This is an optimization exercise on Yosys and OpenROAD, whose aim is small area, a short achievable clock period and few clock cycles per item, not a production implementation. In this exercise RTL edits were held to simulation tests only and were not proved equivalent to the original. Power figures rest on the tool's default switching activity, not on a simulated workload.

// rational_arithmetic_unit_core
module rational_arithmetic_unit_core (
   input  wire logic         clock,
   input  wire logic         reset,
   input  wire logic         req_tvalid,
   output logic              req_tready,
   input  wire logic [127:0] req_tdata,    
   input  wire logic [2:0]   req_tuser,    
   output logic              rsp_tvalid,
   input  wire logic         rsp_tready,
   output logic [63:0]       rsp_tdata,    
   output logic [1:0]        rsp_tuser     
);
Size: ~7500 cells after synthesis, about 620 flip-flops, about 200 I/O pins.
clock: 13.0 ns
lec_check: 0
cap_margin: 20
core_margin: 2
core_utilization: 40
slew_margin: 20
run.sh (not shown) runs the stock make flow with config.mk's settings and CLKGATE_MAP_FILE= SYNTH_SCRIPT=/design/flow/synth_recipe.tcl, a recipe that flattens the netlist after the stock synthesis.
Testbench counts at the start, summed over its fixed seeds: cycles 42,966, items 2,400.
Then changed:
--- a/flow/design.v
+++ b/flow/design.v
@@ -56,30 +56,29 @@
    input  wire logic         reset,
    input  wire logic         req_tvalid,
    output logic              req_tready,
    input  wire logic [127:0] req_tdata,    
    input  wire logic [2:0]   req_tuser,    
    output logic              rsp_tvalid,
    input  wire logic         rsp_tready,
    output logic [63:0]       rsp_tdata,    
    output logic [1:0]        rsp_tuser     
 );
    localparam int SH  = 4;           
    localparam int MW  = 37;          
-   typedef enum logic [4:0] {
-      A_IDLE = 5'b00001,
-      A_PRE  = 5'b00010,    
-      A_MUL  = 5'b00100,
-      A_FIN  = 5'b01000,    
-      A_WAIT = 5'b10000
+   typedef enum logic [3:0] {
+      A_IDLE = 4'b0001,
+      A_MUL  = 4'b0010,
+      A_FIN  = 4'b0100,    
+      A_WAIT = 4'b1000
    } ast_t;
    ast_t ast, ast_n;
    localparam int WS = 40;
    localparam logic [WS-1:0] GN   = WS'(55) << 30;     
    localparam logic [WS-1:0] VN0  = WS'(9) << 30;      
    logic [31:0]   r0, r1, r2, r3;
    logic [WS-1:0] ns, nc;            
    logic          cyn;               
    logic [WS-1:0] hd;                
    logic [2:0]    acnt;
    logic          a_add, a_red, a_div, a_mul, a_neg, a_force, a_zero;
    logic          fl_p, fl_q, fl_d;     
@@ -112,35 +111,36 @@
       r    = ({34{d[0]}} & m1) | ({34{d[1]}} & m2) | ({34{d[2]}} & ~m1) | ({34{d[3]}} & ~m2);
       srow = {{(WS-34){r[33]}}, r};
    endfunction
    function automatic logic [WS-1:0] row(input logic [3:0] d, input logic [31:0] mc);
       logic [33:0] m1, m2, r;
       m1  = {{2{mc[31]}}, mc};
       m2  = m1 << 1;
       r   = ({34{d[0]}} & m1) | ({34{d[1]}} & m2) | ({34{d[2]}} & ~m1) | ({34{d[3]}} & ~m2);
       row = WS'({~r[33], r[32:0]});     
    endfunction
    logic [31:0] i_an, i_ad, i_bn, i_bd, i_r1, i_r2;
    logic [2:0]  mode;
-   logic        a_sub, s_p, s_d;
+   logic        a_sub, c_add, cs_p, cs_d;
    always_comb begin
       i_an  = req_tdata[31:0];
       i_ad  = req_tdata[63:32];
       i_bn  = req_tdata[95:64];
       i_bd  = req_tdata[127:96];
       mode  = req_tuser;
       i_r1  = mode[2] ? 32'd1 : ((mode == 3'd2) ? i_bn : i_bd);
       i_r2  = mode[2] ? 32'd1 : ((mode == 3'd2) ? i_bd : i_bn);
-      s_p   = r0[31] ^ r1[31];                         
-      s_d   = r3[31] ^ (a_add ? r1[31] : r2[31]);      
+      c_add = (mode[2:1] == 2'b00);
+      cs_p  = i_an[31] ^ i_r1[31];                         
+      cs_d  = i_ad[31] ^ (c_add ? i_r1[31] : i_r2[31]);    
    end
    function automatic logic [2*WS-1:0] csa(input logic [WS-1:0] a, input logic [WS-1:0] b,
                                            input logic [WS-1:0] c);
       csa = {a ^ b ^ c, ((a & b) | (a & c) | (b & c)) << 1};
    endfunction
    logic [WS-1:0] ns_, nc_, ds_, dc_, tn, td;
    logic [4:0]    ln;               
    always_comb begin
       bp0 = booth({r1[1:0], pv1}, fl_p);
       bp1 = booth(r1[3:1], fl_p);
       bq0 = a_add ? booth({r2[1:0], pv2}, fl_q) : 4'd0;
       bq1 = a_add ? booth(r2[3:1], fl_q) : 4'd0;
@@ -266,59 +266,56 @@
             end
             acnt <= acnt + 3'd1;
             if (acnt == 3'd0) begin
                z_bd <= ((a_mul ? r2 : r1) == 32'd0);
                z_bn <= ((a_mul ? r1 : r2) == 32'd0);
             end
             if (acnt == 3'd7) ast_n = A_FIN;
          end
          A_FIN: begin
             ns <= tn;
             ast_n = A_WAIT;
          end
-         A_PRE: begin
-            pv1   <= 1'b0;
-            pv2   <= 1'b0;
-            begin
-               logic [3:0] e0, e1;
-               e0 = booth(a_add ? {r1[1:0], 1'b0} : {r2[1:0], 1'b0}, s_d);
-               e1 = booth(a_add ? r1[3:1] : r2[3:1], s_d);
-               bd0 <= e0; bd1 <= e1;
-               crd <= {e1[2] | e1[3], 1'b0, e0[2] | e0[3]};
-            end
-            fl_p  <= s_p;
-            fl_q  <= s_p ^ a_sub;    
-            fl_d  <= s_d;
-            a_neg <= s_p ^ s_d;
-            ns    <= VN0;
-            nc    <= '0;
-            cyn   <= 1'b0;
-            hd    <= '0;
-            acnt  <= '0;
-            ast_n = A_MUL;
-         end
          default: ;    
       endcase
       if (handoff) ast_n = A_IDLE;
       if (rdy) begin
          r0    <= i_an;
          r3    <= i_ad;
          r1    <= i_r1;
          r2    <= i_r2;
          a_add <= (mode[2:1] == 2'b00);
          a_sub <= (mode == 3'd1);
          a_red <= mode[2];
          a_div <= (mode == 3'd3);
          a_mul <= (mode == 3'd2);
-         if (req_tvalid) ast_n = A_PRE;
+         pv1   <= 1'b0;
+         pv2   <= 1'b0;
+         begin
+            logic [3:0] e0, e1;
+            e0 = booth(c_add ? {i_r1[1:0], 1'b0} : {i_r2[1:0], 1'b0}, cs_d);
+            e1 = booth(c_add ? i_r1[3:1] : i_r2[3:1], cs_d);
+            bd0 <= e0; bd1 <= e1;
+            crd <= {e1[2] | e1[3], 1'b0, e0[2] | e0[3]};
+         end
+         fl_p  <= cs_p;
+         fl_q  <= cs_p ^ (mode == 3'd1);    
+         fl_d  <= cs_d;
+         a_neg <= cs_p ^ cs_d;
+         ns    <= VN0;
+         nc    <= '0;
+         cyn   <= 1'b0;
+         hd    <= '0;
+         acnt  <= '0;
+         if (req_tvalid) ast_n = A_MUL;
       end
       case (bst)
          B_GCD: begin
             if (x[0] && y[0]) begin
                x  <= xgey ? y : x;
                y  <= xgey ? shr(dxy, kd) : shr(dyx, kd);
                m0 <= s0;
                m2 <= s1;
                m1 <= xgey ? shl(m0, kd) : shl(m1, kd);
                m3 <= xgey ? shl(m2, kd) : shl(m3, kd);
             end else if (!x[0] && !y[0]) begin
                x <= shr(x, kx);
After rerunning: The changed run finished with timing, DRC and antenna clean; register-to-register slack gets worse by 0.16 ns; total power is higher by 11%; sequential power decreases by about 2%; final area came out higher by 0.30%; synthesized area climbs by 0.35%; non-clock buffer count rose by 11; setup slack gets worse by 0.16 ns; fmax decreases by 2.4%; wire length shrinks by 1.1%; via count rises by 2.8%.
Testbench counts after the change, summed over its fixed seeds: cycles 42,484, items 2,400.


Setup of v6:
rational_arithmetic_unit_core, a different RTL version from the one above (not shown whole).
Size in the first run: ~620 flip-flops, ~0.060 mm2 of cells after synthesis.
Settings: LEC_CHECK=0, CAP_MARGIN=20, CORE_MARGIN=2, CORE_UTILIZATION=40, SLEW_MARGIN=20; clock period 13.0 ns.
Testbench counts of v6, summed over its fixed seeds: cycles 42,966, items 2,400.
The inputs of v7 differ from those of v6 as listed below.
-- flow/design.v --
<<< v6, line 91
   logic [3:0]    crn;               
   logic [2:0]    crd;               
   logic          pv1, pv2;          
   function automatic logic [3:0] booth(input logic [2:0] b, input logic flip);
      logic one, two, neg;
>>> v7, line 91
   logic [3:0]    crn;               
   logic [2:0]    crd;               
   function automatic logic [3:0] booth(input logic [2:0] b, input logic flip);
      logic one, two, neg;
<<< v6, line 140
   logic [WS-1:0] ns_, nc_, ds_, dc_, tn, td;
   logic [4:0]    ln;               
   always_comb begin
      bp0 = booth({r1[1:0], pv1}, fl_p);
      bp1 = booth(r1[3:1], fl_p);
      bq0 = a_add ? booth({r2[1:0], pv2}, fl_q) : 4'd0;
      bq1 = a_add ? booth(r2[3:1], fl_q) : 4'd0;
      crn = corr_n(bp0, bp1, bq0, bq1);
   end
   always_comb begin
      logic [WS-1:0] p0, p1, q0, q1, kk, a1, b1, a2, b2, a3, b3, a4, b4, e0, e1, ke, f1, g1;
>>> v7, line 139
   logic [WS-1:0] ns_, nc_, ds_, dc_, tn, td;
   logic [4:0]    ln;               
   always_comb begin
      logic [WS-1:0] p0, p1, q0, q1, kk, a1, b1, a2, b2, a3, b3, a4, b4, e0, e1, ke, f1, g1;
<<< v6, line 256
            hd   <= {{4{td[WS-1]}}, td[WS-1:4]};
            r2   <= {td[3:0], r2[31:4]};
            pv1  <= r1[3];
            pv2  <= r2[3];
            begin
               logic [3:0] e0, e1;
               e0 = booth(a_add ? r1[5:3] : r2[5:3], fl_d);
               e1 = booth(a_add ? r1[7:5] : r2[7:5], fl_d);
               bd0 <= e0; bd1 <= e1;
               crd <= {e1[2] | e1[3], 1'b0, e0[2] | e0[3]};
            end
>>> v7, line 248
            hd   <= {{4{td[WS-1]}}, td[WS-1:4]};
            r2   <= {td[3:0], r2[31:4]};
            begin
               logic [3:0] p0, p1, q0, q1, e0, e1;
               p0 = booth(r1[5:3], fl_p);
               p1 = booth(r1[7:5], fl_p);
               q0 = a_add ? booth(r2[5:3], fl_q) : 4'd0;
               q1 = a_add ? booth(r2[7:5], fl_q) : 4'd0;
               e0 = booth(a_add ? r1[5:3] : r2[5:3], fl_d);
               e1 = booth(a_add ? r1[7:5] : r2[7:5], fl_d);
               bp0 <= p0; bp1 <= p1; bq0 <= q0; bq1 <= q1; bd0 <= e0; bd1 <= e1;
               crn <= corr_n(p0, p1, q0, q1);
               crd <= {e1[2] | e1[3], 1'b0, e0[2] | e0[3]};
            end
<<< v6, line 277
         end
         A_PRE: begin
            pv1   <= 1'b0;
            pv2   <= 1'b0;
            begin
               logic [3:0] e0, e1;
               e0 = booth(a_add ? {r1[1:0], 1'b0} : {r2[1:0], 1'b0}, s_d);
               e1 = booth(a_add ? r1[3:1] : r2[3:1], s_d);
               bd0 <= e0; bd1 <= e1;
               crd <= {e1[2] | e1[3], 1'b0, e0[2] | e0[3]};
            end
>>> v7, line 272
         end
         A_PRE: begin
            begin
               logic [3:0] p0, p1, q0, q1, e0, e1;
               p0 = booth({r1[1:0], 1'b0}, s_p);
               p1 = booth(r1[3:1], s_p);
               q0 = a_add ? booth({r2[1:0], 1'b0}, s_p ^ a_sub) : 4'd0;
               q1 = a_add ? booth(r2[3:1], s_p ^ a_sub) : 4'd0;
               e0 = booth(a_add ? {r1[1:0], 1'b0} : {r2[1:0], 1'b0}, s_d);
               e1 = booth(a_add ? r1[3:1] : r2[3:1], s_d);
               bp0 <= p0; bp1 <= p1; bq0 <= q0; bq1 <= q1; bd0 <= e0; bd1 <= e1;
               crn <= corr_n(p0, p1, q0, q1);
               crd <= {e1[2] | e1[3], 1'b0, e0[2] | e0[3]};
            end
Results
- Status | v7 and v6 | clean
- v7: antenna cell count 2 below v6
- Compared with v6, in v7 number of buffers outside the clock class in the layout went down 1; core utilization went down 0.34 points; count of clock-buffer cells in the layout went up about 15%.
- Capturing element of the worst setup path = y[16]: v6; capturing element of the worst setup path = y[17]: v7
- Compared with v6, v7 degrades die area.
- v6 → v7: cell total after placement increased by 95 relative to the old numbers; synthesized-area fraction occupied by and/or/nand/nor cells moved down; tap cell count now larger.
- Going from v6 to v7, overall die height now sits higher, total power down 13%, share of total power in the clock network shows an increase of 4.2 points.
Testbench counts of v7, summed over its fixed seeds: cycles 42,966, items 2,400.


rational_arithmetic_unit_core, a different RTL version from the one above (not shown whole).
For scale: roughly 7600 cells after synthesis, about 640 flip-flops, roughly 200 I/O pins, roughly 0.066 mm² of cells after synthesis.
==> flow/design.v (excerpt) <==
module rational_arithmetic_unit_core (
   input  wire logic         clock,
   input  wire logic         reset,
   input  wire logic         req_tvalid,
   output logic              req_tready,
   input  wire logic [127:0] req_tdata,    
   input  wire logic [2:0]   req_tuser,    
   output logic              rsp_tvalid,
   input  wire logic         rsp_tready,
   output logic [63:0]       rsp_tdata,    
   output logic [1:0]        rsp_tuser     
);
clock: 13.0 ns
lec_check: 0
cap_margin: 20
core_margin: 2
core_utilization: 40
slew_margin: 20
Testbench counts at the start, summed over its fixed seeds: cycles 42,966, items 2,400.
Rerun with:
--- a/flow/design.v
+++ b/flow/design.v
@@ -211,30 +211,31 @@
    function automatic logic [63:0] shr(input logic [63:0] v, input logic [2:0] k);
       shr = v >> k;
    endfunction
    function automatic logic [MW-1:0] shl(input logic [MW-1:0] v, input logic [2:0] k);
       shl = v << k;
    endfunction
    logic [2:0]  kx, ky, kd;
    logic        mbig, fin_ovf;
+   logic [31:0] n1neg;
    logic [MW-1:0] fn_n, fn_d;
    assign fn_n = (bst == B_GCD) ? s0 : m0;
    assign fn_d = (bst == B_GCD) ? s1 : m2;
+   rau_add #(.W(32)) u_rneg (.a(~fn_n[31:0]), .b(32'd0), .cin(1'b1), .s(n1neg), .cout());
    always_comb begin
       logic [2:0] a, b;
       a = tz(x[SH-1:0]);
       b = tz(y[SH-1:0]);
       kx  = y[0] ? a : ((x[1] || y[1]) ? 3'd1 : ((x[2] || y[2]) ? 3'd2 : 3'd3));
       ky  = x[0] ? b : ((x[1] || y[1]) ? 3'd1 : ((x[2] || y[2]) ? 3'd2 : 3'd3));
       kd  = tz({x[SH-1:1] ^ y[SH-1:1], 1'b0});
-      mbig   = (neg ? (m0[MW-1] && (m0[MW-2:32] != '1)) : (m0[MW-1:32] != '0)) ||
-               (neg ? (m1[MW-1] && (m1[MW-2:32] != '1)) : (m1[MW-1:32] != '0)) ||
+      mbig   = (m0[MW-1:32] != '0) || (m1[MW-1:32] != '0) ||
                (m2[MW-1:31] != '0) || (m3[MW-1:31] != '0);
-      fin_ovf = big1(fn_d) || (neg ? (fn_n[MW-1:31] != '1) : big1(fn_n));
+      fin_ovf = big1(fn_d) || (neg ? ((fn_n[MW-1:32] != '0) || !n1neg[31]) : big1(fn_n));
    end
    logic handoff, rsp_load, rsp_valid_nx, b_free_nx, fast_fin, gbig;
    assign gbig     = (bst == B_GCD) && mbig;
    assign fast_fin = (bst == B_GCD) && !rsp_valid && (mbig || (x[0] && y[0] && xeq));
    assign handoff  = hand || ((ast == A_WAIT) && fast_fin);
    always_ff @(posedge clock) begin
       ast_n    = ast;
       bst_n    = bst;
@@ -347,28 +348,28 @@
             if (!rsp_valid || rsp_tready) begin
                rsp_load = 1'b1;
                bst_n    = B_IDLE;
             end
          end
          default: ;
       endcase
       if (rsp_load) begin
-         rsp_num  <= fn_n[31:0];
+         rsp_num  <= neg ? n1neg : fn_n[31:0];
          rsp_den  <= fn_d[30:0];
          rsp_zero <= force01 || fin_ovf || gbig;
          rsp_st   <= force01 ? code : ((fin_ovf || gbig) ? 2'd3 : 2'd0);
       end
       if (handoff) begin
          x       <= nneg ? nmag : nval;
          y       <= {hd[31:0], r2};
          neg     <= a_neg ^ nneg;
          force01 <= a_force || a_zero;    
          code    <= a_code;
-         m0 <= (a_neg ^ nneg) ? '1 : MW'(1); m1 <= '0; m2 <= '0; m3 <= MW'(1);
+         m0 <= MW'(1); m1 <= '0; m2 <= '0; m3 <= MW'(1);
          bst_n = (a_force || a_zero) ? B_DONE : B_GCD;
       end
       rsp_valid_nx = rsp_load || (rsp_valid && !rsp_tready);
       b_free_nx    = (bst_n == B_IDLE) || (bst_n == B_DONE && !rsp_valid_nx);
       if (reset) begin
          ast       <= A_IDLE;
          bst       <= B_IDLE;
          rdy       <= 1'b0;
The changed run completed with no timing, DRC or antenna violations.
Hold slack improved by 0.019 ns.
Fmax shrinks by 2.3%.
Die area barely changes.
Worst setup slack got worse by 0.15 ns.
Sequential cell count does not change.
Clock skew shrinks by 0.020 ns.
Testbench counts after the change, summed over its fixed seeds: cycles 42,960, items 2,400.

-- port drivers added, routing unchanged --
The flow's constraints put no driver on any port. The routed layouts listed below were extracted and timed again, unchanged, in two steps. Step 1 assumes that a clkbuf_16 drives the clock port and a buf_2 every other input. Step 2 also shifts input and output timing later by t, the mid clock arrival at the registers, as if the neighbouring blocks saw the same clock. Three values: no drivers, after step 1, after step 2; two values: the first two.
run	shift t [ns]	setup slack, ns	worst setup path after step 2
the first run of note 1	0.778	6.640 / 6.640 / 6.640	register to register
the second run of note 1	0.785	6.484 / 6.484 / 6.484	register to register
v6	0.778	5.830 / 5.830 / 5.830	register to register
v7	0.788	5.715 / 5.715 / 5.715	register to register
the first run of note 3	0.792	6.829 / 6.829 / 6.829	register to register
the second run of note 3	0.781	6.684 / 6.684 / 6.684	register to register
After both steps setup and hold are still met in every run listed.
